This design comes from an exercise in tuning for small area, a short achievable clock period and few clock cycles per item on the open sky130 flow, not from production work.
In this exercise RTL edits were held to simulation tests only and were not proved equivalent to the original.
No activity file was given, so power comes from the tool's default toggle rates.

**design/flow/config.mk**
```make
export PLATFORM = sky130hd
export DESIGN_NAME = grid_mesh_index_generator_unit
export DESIGN_NICKNAME = grid_mesh_index_generator_unit
export VERILOG_FILES = /design/flow/design.v
export SDC_FILE = /design/flow/constraint.sdc
export NUM_CORES = 4
export LEC_CHECK = 0
export ABC_AREA = 1
export CAP_MARGIN = 20
export CORE_MARGIN = 2
export CORE_UTILIZATION = 40
export CTS_BUF_LIST = sky130_fd_sc_hd__clkbuf_4 sky130_fd_sc_hd__clkbuf_8
export PLACE_DENSITY = 0.6
export SETUP_SLACK_MARGIN = 3.0
export SLEW_MARGIN = 20
export TNS_END_PERCENT = 20
```
**design/flow/constraint.sdc**
```tcl
create_clock -name core_clock -period 8.0 [get_ports {clock}]
set_input_delay 1.6000 -clock core_clock [delete_from_list [all_inputs] [get_ports {clock}]]
set_output_delay 1.6000 -clock core_clock [all_outputs]
set_load 0.01 [all_outputs]
```
**design/flow/design.v**
```verilog
`default_nettype none
package gmig_pkg;
   localparam int INDEX_WIDTH = 24;
   localparam int CFG_WIDTH   = 13;
   localparam int COUNT_WIDTH = 12;
   localparam int CSR_INDEX_W = 2;
   localparam int IDX_COUNT_W = 3;
   localparam int REQ_DATA_W  = 8;
   localparam int RSP_DATA_W  = ((6 * INDEX_WIDTH + IDX_COUNT_W + 7) / 8) * 8;
   localparam int RSP_USER_W  = 2;
   typedef logic [INDEX_WIDTH-1:0] index_type;
   typedef logic [CFG_WIDTH-1:0]   cfg_type;
   typedef logic [COUNT_WIDTH-1:0] count_type;
   localparam cfg_type CFG_MAX = 13'd4096;
endpackage
`default_nettype wire
`default_nettype none
module gmig_geom (
   input  logic                             clock,
   input  logic                             reset,
   input  logic                             csr_write,
   input  logic [gmig_pkg::CSR_INDEX_W-1:0] csr_index,
   input  gmig_pkg::cfg_type                csr_wdata,
   output gmig_pkg::cfg_type                x_count,
   output gmig_pkg::cfg_type                rows,
   output gmig_pkg::cfg_type                layers,
   output logic                             x_is1,
   output logic                             r_is1,
   output logic                             l_is1,
   output logic                             geo_good,    
   output logic                             geo_ambig    
);
   function automatic logic [3:0] lg(input logic [12:0] v);
      integer i;
      lg = 4'd0;
      for (i = 1; i < 13; i = i + 1) begin
         if (v[i]) lg = i[3:0];
      end
   endfunction
   function automatic logic in_range(input logic [12:0] v);
      in_range = (v != 13'd0) && (!v[12] || (v[11:0] == 12'd0));
   endfunction
   gmig_pkg::cfg_type x_ff, r_ff, l_ff;
   logic [3:0] lgx_ff, lgr_ff, lgl_ff;
   logic       rgx_ff, rgr_ff, rgl_ff;
   logic       x1_ff, r1_ff, l1_ff;
   logic       good_ff, ambig_ff;
   logic       wx, wr, wl, wany;
   logic [3:0] w_lg, lgx_n, lgr_n, lgl_n, s_a;
   logic [4:0] pair_x, pair_r, pair_l, s_b;
   logic       w_rg, w_1, rgx_n, rgr_n, rgl_n, x1_n, r1_n, l1_n, range_n;
   logic [5:0] s_n;
   always_comb begin
      wx    = csr_write && (csr_index == 2'd0);
      wr    = csr_write && (csr_index == 2'd1);
      wl    = csr_write && (csr_index == 2'd2);
      wany  = wx || wr || wl;
      w_lg  = lg(csr_wdata);
      w_rg  = in_range(csr_wdata);
      w_1   = (csr_wdata == 13'd1);
      lgx_n = wx ? w_lg : lgx_ff;
      lgr_n = wr ? w_lg : lgr_ff;
      lgl_n = wl ? w_lg : lgl_ff;
      rgx_n = wx ? w_rg : rgx_ff;
      rgr_n = wr ? w_rg : rgr_ff;
      rgl_n = wl ? w_rg : rgl_ff;
      x1_n  = wx ? w_1 : x1_ff;
      r1_n  = wr ? w_1 : r1_ff;
      l1_n  = wl ? w_1 : l1_ff;
      range_n = rgx_n && rgr_n && rgl_n && !(r1_n && !l1_n);
      pair_x = 5'(lgr_ff) + 5'(lgl_ff);
      pair_r = 5'(lgx_ff) + 5'(lgl_ff);
      pair_l = 5'(lgx_ff) + 5'(lgr_ff);
      s_a    = wany ? w_lg : lgx_ff;
      s_b    = wr ? pair_r : (wl ? pair_l : pair_x);
      s_n    = 6'(s_a) + 6'(s_b);
   end
   always_ff @(posedge clock) begin
      if (reset) begin
         x_ff     <= 13'd2;
         r_ff     <= 13'd1;
         l_ff     <= 13'd1;
         lgx_ff   <= 4'd1;
         lgr_ff   <= 4'd0;
         lgl_ff   <= 4'd0;
         rgx_ff   <= 1'b1;
         rgr_ff   <= 1'b1;
         rgl_ff   <= 1'b1;
         x1_ff    <= 1'b0;
         r1_ff    <= 1'b1;
         l1_ff    <= 1'b1;
         good_ff  <= 1'b1;
         ambig_ff <= 1'b0;
      end else begin
         if (wx) x_ff <= csr_wdata;
         if (wr) r_ff <= csr_wdata;
         if (wl) l_ff <= csr_wdata;
         lgx_ff   <= lgx_n;
         lgr_ff   <= lgr_n;
         lgl_ff   <= lgl_n;
         rgx_ff   <= rgx_n;
         rgr_ff   <= rgr_n;
         rgl_ff   <= rgl_n;
         x1_ff    <= x1_n;
         r1_ff    <= r1_n;
         l1_ff    <= l1_n;
         good_ff  <= range_n && (s_n <= 6'd21);
         ambig_ff <= range_n && (s_n >= 6'd22) && (s_n <= 6'd24);
      end
   end
   assign x_count   = x_ff;
   assign rows      = r_ff;
   assign layers    = l_ff;
   assign x_is1     = x1_ff;
   assign r_is1     = r1_ff;
   assign l_is1     = l1_ff;
   assign geo_good  = good_ff;
   assign geo_ambig = ambig_ff;
endmodule
`default_nettype wire
`default_nettype none
module grid_mesh_index_generator_unit (
   input  logic                              clock,
   input  logic                              reset,
   input  logic                              req_tvalid,
   output logic                              req_tready,
   input  logic [gmig_pkg::REQ_DATA_W-1:0]   req_tdata,    
   output logic                              rsp_tvalid,
   input  logic                              rsp_tready,
   output logic [gmig_pkg::RSP_DATA_W-1:0]   rsp_tdata,
   output logic [gmig_pkg::RSP_USER_W-1:0]   rsp_tuser,    
   output logic                              rsp_tlast,
   input  logic                              csr_valid,
   output logic                              csr_ready,
   input  logic [gmig_pkg::CSR_INDEX_W-1:0]  csr_index,
   input  gmig_pkg::cfg_type                 csr_wdata
);
   typedef logic [23:0] idx_t;
   typedef logic [11:0] cnt_t;
   gmig_pkg::cfg_type x, rows, layers;
   logic geo_good, geo_ambig;
   logic csr_hit;
   assign csr_ready = 1'b1;
   assign csr_hit   = csr_valid && (csr_index != 2'd3);
   gmig_geom u_geom (
      .clock     (clock),
      .reset     (reset),
      .csr_write (csr_hit),
      .csr_index (csr_index),
      .csr_wdata (csr_wdata),
      .x_count   (x),
      .rows      (rows),
      .layers    (layers),
      .x_is1     (x_is1),
      .r_is1     (r_is1),
      .l_is1     (l_is1),
      .geo_good  (geo_good),
      .geo_ambig (geo_ambig)
   );
   logic x_is1, r_is1, l_is1;
   idx_t ra, rc, q_ff;
   logic [12:0] e_ff;
   cnt_t kc, rcn, lc;
   logic k_last, r_last, l_last1, l_last2;
   logic half_ff, first_ff;
   logic ph_line, ph_cell, ph_fb, ph_lr;     
   logic rsp_valid_ff, st_exh_ff, st_bad_ff, cnt1_ff, cnt2_ff, last_ff;
   logic chk_run, chk_stage, chk_xfer, chk_fin, exact_done, exact_ok;
   logic [3:0] chk_idx;
   logic [2:0] ext_ff;
   logic stall, take, restart;
   assign stall      = geo_ambig && !exact_done;
   assign req_tready = !stall && (!rsp_valid_ff || rsp_tready);
   assign take       = req_tvalid && req_tready;
   assign restart    = req_tdata[0];
   logic ok;
   assign ok = geo_good || (geo_ambig && exact_ok);
   logic active;
   assign active = ph_line || ph_cell || ph_fb || ph_lr;
   logic [12:0] xp1, xm1;
   assign xp1 = x + 13'd1;
   assign xm1 = x - 13'd1;
   idx_t delta;
   logic cin;
   logic ent, cap_q;
   cnt_t kc_s, rc_s, lc_s;
   logic half_s;
   logic s_line, s_cell, s_fb, s_lr;
   logic chk_add_ff;
   logic [3:0] chk_idx_m1, chk_nidx;
   logic       chk_nbit;
   assign chk_idx_m1 = chk_idx - 4'd1;
   assign chk_nidx   = chk_xfer ? chk_idx : chk_idx_m1;
   assign chk_nbit   = chk_stage ? layers[chk_nidx] : rows[chk_nidx];
   always_comb begin
      delta  = '0;
      cin    = 1'b1;
      ent    = 1'b0;
      cap_q  = 1'b0;
      kc_s   = kc;
      rc_s   = rcn;
      lc_s   = lc;
      half_s = half_ff;
      s_line = ph_line;
      s_cell = ph_cell;
      s_fb   = ph_fb;
      s_lr   = ph_lr;
      if (ph_line) begin
         kc_s = kc - 12'd1;
      end else if (ph_cell) begin
         if (!k_last) begin
            kc_s = kc - 12'd1;
         end else if (!r_last) begin
            kc_s  = x[11:0];
            rc_s  = rcn - 12'd1;
            delta = 24'd1;
         end else if (!l_last1) begin
            kc_s  = x[11:0];
            rc_s  = rows[11:0];
            lc_s  = lc - 12'd1;
            delta = 24'(xp1);
            cap_q = first_ff;
         end else begin
            ent    = 1'b1;
            kc_s   = x[11:0];
            lc_s   = layers[11:0];
            half_s = 1'b0;
            s_cell = 1'b0;
            s_fb   = 1'b1;
         end
      end else if (ph_fb) begin
         if (!half_ff) begin
            half_s = 1'b1;
            delta  = q_ff;
         end else if (!k_last) begin
            half_s = 1'b0;
            kc_s   = kc - 12'd1;
            delta  = ~q_ff;
         end else if (!l_last2) begin
            half_s = 1'b0;
            kc_s   = x[11:0];
            lc_s   = lc - 12'd1;
            delta  = 24'd1;
         end else begin
            ent    = 1'b1;
            rc_s   = rows[11:0];
            lc_s   = layers[11:0];
            half_s = 1'b0;
            s_fb   = 1'b0;
            s_lr   = 1'b1;
         end
      end else begin   
         if (!half_ff) begin
            half_s = 1'b1;
            delta  = 24'(xm1);
            cin    = 1'b0;
         end else if (!r_last) begin
            half_s = 1'b0;
            rc_s   = rcn - 12'd1;
         end else begin
            half_s = 1'b0;
            rc_s   = rows[11:0];
            lc_s   = lc - 12'd1;
            delta  = 24'(x);
         end
      end
      if (chk_run) begin
         delta = chk_add_ff ? (chk_stage ? q_ff : 24'(x)) : '0;
         cin   = 1'b0;
      end
   end
   idx_t base_a, op_a, base_c, op_c, sum_c;
   logic cin_a, cin_c;
   logic [24:0] sum_a;
   always_comb begin
      base_a = ra;
      op_a   = delta;
      cin_a  = cin;
      if (chk_run) begin
         base_a = chk_xfer ? '0 : {ra[22:0], 1'b0};
      end
      base_c = ent ? q_ff : rc;
      op_c   = ent ? 24'(x) : delta;
      cin_c  = ent ? 1'b1 : cin;
   end
   assign sum_a = 25'(base_a) + 25'(op_a) + 25'(cin_a);
   assign sum_c = base_c + op_c + 24'(cin_c);
   logic st_line, st_cell, st_lr, st_empty;
   idx_t a_n, c_n;
   cnt_t kc_n, rc_n, lc_n;
   logic half_n, n_line, n_cell, n_fb, n_lr, resp_ok, resp_exh, fin;
   logic kl_n, rl_n, ll1_n, ll2_n;
   always_comb begin
      st_line  = r_is1 && l_is1 && !x_is1;
      st_cell  = !x_is1 && !r_is1;
      st_lr    = x_is1 && !l_is1;
      st_empty = !(st_line || st_cell || st_lr);
      if (restart) begin
         a_n    = '0;
         c_n    = 24'(x_is1 ? rows : x);
         kc_n   = x[11:0];
         rc_n   = rows[11:0];
         lc_n   = layers[11:0];
         half_n = 1'b0;
         n_line = st_line;
         n_cell = st_cell;
         n_fb   = 1'b0;
         n_lr   = st_lr;
         resp_exh = st_empty;
      end else begin
         a_n    = ent ? '0 : sum_a[23:0];
         c_n    = sum_c;
         kc_n   = kc_s;
         rc_n   = rc_s;
         lc_n   = lc_s;
         half_n = half_s;
         n_line = s_line;
         n_cell = s_cell;
         n_fb   = s_fb;
         n_lr   = s_lr;
         resp_exh = !active;
      end
      resp_ok = ok && !resp_exh;
      kl_n  = (kc_n == 12'd2);
      rl_n  = (rc_n == 12'd2);
      ll1_n = (lc_n == 12'd1);
      ll2_n = (lc_n == 12'd2);
      fin = (n_line && kl_n)
         || (n_cell && l_is1 && kl_n && rl_n)
         || (n_lr && half_n && rl_n && ll2_n);
   end
   always_ff @(posedge clock) begin
      if (reset) begin
         rsp_valid_ff <= 1'b0;
      end else if (take) begin
         rsp_valid_ff <= 1'b1;
      end else if (rsp_tready) begin
         rsp_valid_ff <= 1'b0;
      end
   end
   always_ff @(posedge clock) begin
      if (reset || csr_hit) begin
         ph_line <= 1'b0;
         ph_cell <= 1'b0;
         ph_fb   <= 1'b0;
         ph_lr   <= 1'b0;
      end else if (take) begin
         ph_line <= resp_ok && !fin && n_line;
         ph_cell <= resp_ok && !fin && n_cell;
         ph_fb   <= resp_ok && !fin && n_fb;
         ph_lr   <= resp_ok && !fin && n_lr;
      end
   end
   always_ff @(posedge clock) begin
      if (take) begin
         rc        <= (resp_ok && !n_line) ? c_n : '0;
         kc        <= kc_n;
         rcn       <= rc_n;
         lc        <= lc_n;
         k_last    <= kl_n;
         r_last    <= rl_n;
         l_last1   <= ll1_n;
         l_last2   <= ll2_n;
         half_ff   <= half_n;
         st_bad_ff <= !ok;
         st_exh_ff <= ok && resp_exh;
         cnt1_ff   <= resp_ok;
         cnt2_ff   <= resp_ok && !n_line;
         last_ff   <= resp_ok && fin;
      end
   end
   always_ff @(posedge clock) begin
      if (take) begin
         ra <= resp_ok ? a_n : '0;
      end else if (chk_run) begin
         ra <= sum_a[23:0];
      end
   end
   always_ff @(posedge clock) begin
      if (take) begin
         e_ff <= resp_ok ? (n_lr ? x : 13'd1) : 13'd0;
      end else if (chk_run) begin
         e_ff <= 13'd0;
      end
   end
   always_ff @(posedge clock) begin
      if (take) begin
         first_ff <= restart ? 1'b1 : (first_ff && !cap_q);
      end
   end
   idx_t ob, od;
   assign ob = ra + 24'(e_ff);
   assign od = rc + 24'({e_ff[12:1], e_ff[0] & cnt2_ff});
   always_ff @(posedge clock) begin
      if (take && !restart && cap_q) begin
         q_ff <= ob;
      end else if (chk_run && chk_xfer) begin
         q_ff <= ob;    
      end
   end
   logic [2:0] ext_n, ext_tot;
   logic       cout_ff;
   assign ext_n   = {ext_ff[1:0], ra[23]} + {1'b0, cout_ff, 1'b0};
   assign ext_tot = ext_ff + 3'(cout_ff);
   always_ff @(posedge clock) begin
      if (reset || csr_hit) begin
         chk_run    <= 1'b0;
         chk_fin    <= 1'b0;
         exact_done <= 1'b0;
         exact_ok   <= 1'b0;
      end else if (chk_fin) begin
         chk_fin    <= 1'b0;
         exact_done <= 1'b1;
         exact_ok   <= (ext_tot == 3'd0) || ((ext_tot == 3'd1) && (ra == '0));
      end else if (!chk_run) begin
         if (stall && !rsp_valid_ff && !exact_done) begin
            chk_run   <= 1'b1;
            chk_stage <= 1'b0;
            chk_xfer  <= 1'b1;
            chk_idx   <= 4'd12;
            ext_ff    <= 3'd0;
            cout_ff   <= 1'b0;
            chk_add_ff <= 1'b0;
         end
      end else if (chk_xfer) begin
         chk_xfer <= 1'b0;
         cout_ff  <= 1'b0;
         chk_add_ff <= chk_nbit;
         if (ext_tot != 3'd0) begin
            chk_run    <= 1'b0;
            exact_done <= 1'b1;
            exact_ok   <= 1'b1;
         end
      end else begin
         ext_ff  <= ext_n;
         cout_ff <= sum_a[24];
         chk_idx <= chk_idx_m1;
         chk_add_ff <= (chk_idx != 4'd0) && chk_nbit;
         if (chk_idx == 4'd0) begin
            if (!chk_stage) begin
               chk_stage <= 1'b1;
               chk_xfer  <= 1'b1;
               chk_idx   <= 4'd12;
            end else begin
               chk_run <= 1'b0;
               chk_fin <= 1'b1;
            end
         end
      end
   end
   assign rsp_tvalid = rsp_valid_ff;
   assign rsp_tdata  = {5'd0, cnt2_ff, cnt1_ff, 1'b0,
                        ob & {24{cnt2_ff}}, rc, od, rc, ob, ra};
   assign rsp_tuser  = {st_bad_ff, st_exh_ff};
   assign rsp_tlast  = last_ff;
endmodule
`default_nettype wire
```
**design/flow/flow/run.sh**
```bash
#!/bin/bash
# The standard layout, with the port buffers that ORFS inserts made from plain
# buf_2 cells instead of its default pick (a slow delay buffer).
set -euo pipefail
export BUFFER_PORTS_ARGS="-buffer_cell sky130_fd_sc_hd__buf_2"
bash standard.sh finish > standard_flow.log 2>&1
```
**design/flow/standard.sh**
```bash
#!/bin/bash
# synth_recipe.tcl (not shown) runs the flow's synth.tcl, then flattens the netlist and writes it again
# the make line also repeats each setting of config.mk as NAME=value (left out here)
make -C /OpenROAD-flow-scripts/flow DESIGN_CONFIG=/design/flow/config.mk WORK_HOME=/design/flow/orfs CLKGATE_MAP_FILE= SYNTH_SCRIPT=/design/flow/synth_recipe.tcl "${@:-finish}"
```
==> summary.md <==
| Metric | Value |
|---|---|
| Final Cell Area | `roughly 21000 sq um` |
| Layout area overhead | `15.5%` |
| Total routing resource utilization after global routing | `0.284` |
| Total DRC errors in the routed layout | `0` |
| Maximum buffer depth of the clock tree | `3` |
| Routed Antenna Nets | `0` |
| Switching power of the nets | `1.35 mW` |
| Cell Int Power | `2.27 mW` |
| Final critical delay including setup and external delays | `5050 ps` |
| Cell Area, Synth | `18200 sq um` |
| Total of endpoints with negative setup slack in the final report | `0` |
| Final Hold Vio Count | `0` |
| Number of buffers inserted by port buffering | `around 170` |
| Die extent in y | `217 microns` |
| Final instance count without filler cells | `3548` |
| Fraction of power consumed by sequential logic | `0.380` |
| Capturing point of the worst reg2reg path | `rc[22]` |
| CTS Buf Count | `43` |
| Average detailed-routed wire length per instance | `just under 20 microns` |
| Critical setup path kind | `reg2out` |
| Period utilization | `0.631` |
| Number of different library cells in the post-synthesis netlist | `55` |
| Required arrival time at the worst endpoint | `6400 ps` |
| Initial antenna violation count | `0` |
| Number of fill cells in the layout | `approximately 4.6k` |
| Endpoint kind of the worst setup timing path | `primary output` |
| Total die area | `47300 sq um` |
| Detailed placer's ending HPWL | `50500 microns` |
| Transition time at the pin with the least slew margin | `between 1000 and 1500 ps` |
| Crit path max fanout | `3` |
| Share of async-settable or async-resettable flops after synthesis | `0` |
| MaxCap Viol Count | `0` |
| Switching Share | `0.373` |
| Dominant synthesized flop cell | `edfxtp_1` |
| Worst-case reg-to-reg path depth | `22` |
| Unrepaired setup endpoints after global routing | `yes` |
| I/O pins | `186` |
| Total negative slack | `0 ps` |
| Warning count from the yosys run | `2` |
| Power share of the clock group | `0.317` |
| Sequential element share of the synthesized area | `0.310` |
| Row cnt | `78` |
| Number of violations reported at the end of detailed-routing iteration 0 | `2274` |
| Combinational share of power | `0.303` |
| Wire length of the first global-routing pass | `103000 microns` |
| Clock-pin slew on the worst setup and hold paths | `60 ps` |
| Vias/cell | `5.59` |
| Critical Path Start Type | `register` |
| Die W | `217 microns` |
| Pwr dens | `172 nW/um^2` |
| Total overflow reported by the global router | `0` |
| Crit path from | `e_ff[0]` |
| Pin count of the biggest net entering global routing | `73` |
| Pins Over Slew Limit | `0` |
| Number of sinks driven by the clock tree | `211` |
| Number of instances in the placed design | `3401` |
| Timing endpoint of the critical path | `rsp_tdata[82]` |
| Routed wire length | `a little under 70000 microns` |
| Count of flip-flops with a built-in enable after synthesis | `143` |
| Number of storage elements in the synthesis netlist | `211` |
| Layout cell share with drive strength beyond 1 | `0.149` |
| Hold Crit Class | `reg2reg` |
| Library cell used as clock root buffer | `clkbuf_8` |
| Post-synthesis instance total | `2743` |
| Starting Density | `0.403` |
| Register-to-register setup slack | `3180 ps` |
| Start of the worst register-to-register path | `ph_cell` |
| Static Leak | `9.89 nW` |
| Rel. slew slack | `0.268` |
| Clock tree from TritonCTS | `built` |
| H-tree depth reported by CTS | `2` |
| Nets@finish | `between 3k and 4k` |
| Number of vias in the routed layout | `19.8k` |
| Standard cell area after detailed placement | `19300 sq um` |
| Setup Skew | `39.4 ps` |
| Mean Syn Cell Area | `6.64 sq um` |
| Maximum vdd ir drop | `about 0.00014 V` |
| TritonRoute pass-1 iters | `8` |
| Core outline area | `45200 sq um` |
| Source-to-sink clock delay at the later pin of the worst-skew pair | `630 ps` |
| ANT cells | `0` |
| Status | `complete, no violations` |
| GP Congestion | `0.964` |
| Via count of the first global-routing pass | `17.7k` |
| Peak clock frequency supported by timing | `0.198 GHz` |
| CP Data Arrival Time | `3450 ps` |
| Source of the worst hold timing path | `exact_ok` |
-- stage by stage --
stage / worst slack (ps) / hold WS [ps] / utilization / total power [mW]
3_3_place_gp: 2670 / 432 / 0.428 / 2.37
3_5_place_dp: 2650 / 439 / 0.428 / 2.39
6_report: 2950 / 445 / 0.466 / 3.61
5_1_grt: 2740 / 485 / 0.466 / 3.80
2_1_floorplan: 3250 / 421 / - / 2.04
4_1_cts: 2830 / 446 / 0.453 / 3.56
-- sequential cells by signal, indices dropped and copies added (netlist names), 3 cells and up --
name           cells
u_geom.x_ff       13
e_ff              13
rcn               12
u_geom.lgx_ff      4
u_geom.r_ff       13
q_ff              24
u_geom.lgr_ff      4
u_geom.l_ff       13
kc                12
rc                24
u_geom.lgl_ff      4
ext_ff             3
chk_idx            4
ra                24
lc                12
-- how the worst min path moves through the flow --
stage | cells past startpoint | endpoint | slack [ps]
final | 2 | exact_ok | 450
after global placement | 2 | exact_ok | 430
after floorplan | 2 | exact_ok | 420
after CTS | 2 | exact_ok | 450
after global routing | 2 | ph_lr | 480
after detailed placement | 2 | exact_ok | 440
-- metal layers --
layer | routed length (microns) | part of all wire | track usage
met3 | 7760 | 0.11 | 0.0569
met4 | 2010 | 0.029 | 0.0979
met5 | 0 | 0 | 0
met2 | 28500 | 0.41 | 0.410
met1 | 30800 | 0.45 | 0.417
-- cells by family after synthesis --
logic type                 share of synthesized area
and+or+nand+nor                                0.257
buffers and inverters                          0.111
AOI/OAI and AO/OA                              0.222
xor gates and xnor gates                      0.0269
other                                       0.000412
adders and majority gates                     0.0724
DFF                                            0.310
-- power groups by stage --
stage | registers, mW | logic, mW | clock network, mW
after floorplan | 1.35 | 0.687 | 0
after global placement | 1.39 | 0.974 | 0
after detailed placement | 1.39 | 0.993 | 0
after CTS | 1.37 | 1.02 | 1.17
after global routing | 1.38 | 1.22 | 1.21
final | 1.37 | 1.09 | 1.15
-- cell type report --
class	instances	area, sq um	share of cell area
Multi-Input combinational cell	2043	10900	0.517
Sequential cell	211	5660	0.269
Timing Repair Buffer	260	1550	0.0737
Inverter	354	1350	0.0641
Tap cell	600	751	0.0357
Clock buffer	59	749	0.0356
Clock inverter	21	114	0.00541
-- cells in the final DEF, fill, tap and decap left out, drive strengths merged, types with 2 or more instances in the layout --
| master | n |
|---|---|
| nor2 | 231 |
| nand3 | 136 |
| a21boi | 11 |
| ha | 91 |
| conb | 7 |
| clkinvlp | 6 |
| nor4 | 8 |
| fa | 9 |
| or2 | 6 |
| xnor2 | 14 |
| a22oi | 2 |
| nand3b | 5 |
| inv | 348 |
| o22ai | 36 |
| o21ai | 288 |
| o211ai | 28 |
| o31ai | 6 |
| nand4 | 25 |
| clkinv | 21 |
| nor3 | 33 |
| o311ai | 2 |
| o32ai | 2 |
| nand2 | 690 |
| edfxtp | 143 |
| o21bai | 8 |
| a211oi | 12 |
| clkbuf | 59 |
| a21oi | 315 |
| dfxtp | 68 |
| xor2 | 42 |
| a32o | 4 |
| a21o | 5 |
| o21a | 5 |
| buf | 260 |
| a31oi | 13 |
| o221ai | 2 |
-- synthesized netlist by cell type, types with 9 or more instances --
library cell,count,area [sq um]
o211ai_1,28,210
dfxtp_1,68,1360
o21ai_1,28,140
nor2_1,222,833
xor2_1,42,368
buf_4,38,285
xnor2_1,14,123
a211oi_1,12,90.1
nand2_1,684,2570
a31oi_1,13,81.3
o22ai_1,36,225
inv_1,331,1240
fa_1,9,180
clkbuf_1,70,263
nand4_1,25,156
o21ai_0,259,1300
a21oi_1,312,1560
nor3_1,30,150
nand3_1,136,681
edfxtp_1,143,4290
inv_2,17,63.8
ha_1,91,1140
buf_2,25,125
-- critical path, cell delays in order (launching register included) --
cell      delay [ps]
edfxtp_1         400
buf_6            150
nand2_4           70
inv_2             50
ha_4             150
inv_2             40
fa_2             200
nor2_2            40
nor2_2           130
o21ai_2           90
nand3b_1         100
nand2_2           70
buf_6            120
buf_4            110
buf_4            120
buf_4            120
buf_4            120
buf_4            120
buf_4            120
buf_4            120
buf_4            120
xor2_1           130
buf_2            150
-- what timing repair did --
action                     CTS  global route
pin swaps                   12            20
hold buffers                 0             0
setup buffers               21            46
setup endpoints to repair   39            52
resized for setup           28            64
Testbench counts, summed over its fixed seeds: cycles 23,230, items 23,024.

==> port drivers added, routing unchanged <==
The results above use ideal ports. As a check the final layout listed here was re-extracted and re-timed, cells and wires unchanged. Step 1 sets driving cells, clkbuf_16 on the clock port and buf_2 on the other inputs (assumed; they add their load-dependent delay and slew). Step 2, shift: input delay + t, output delay - t, t = (earliest + latest rising clock arrival at the registers) / 2. This alone moves slack from input paths to output paths. a / b / c = no drivers / after step 1 / after step 2; a / b = the first two.
t (ns): 0.667
setup WS [ns]: 2.949 / 2.891 / 2.613
worst hold slack (ns): 0.445 / 0.445 / 0.445
worst setup path after step 2: input to register
slew at the worst register clock pin (ns): 0.07 / 0.07
After both steps this run still meets setup and hold. For this run, drivers alone change the setup slack by -0.058 ns; drivers and shift together by -0.336 ns.
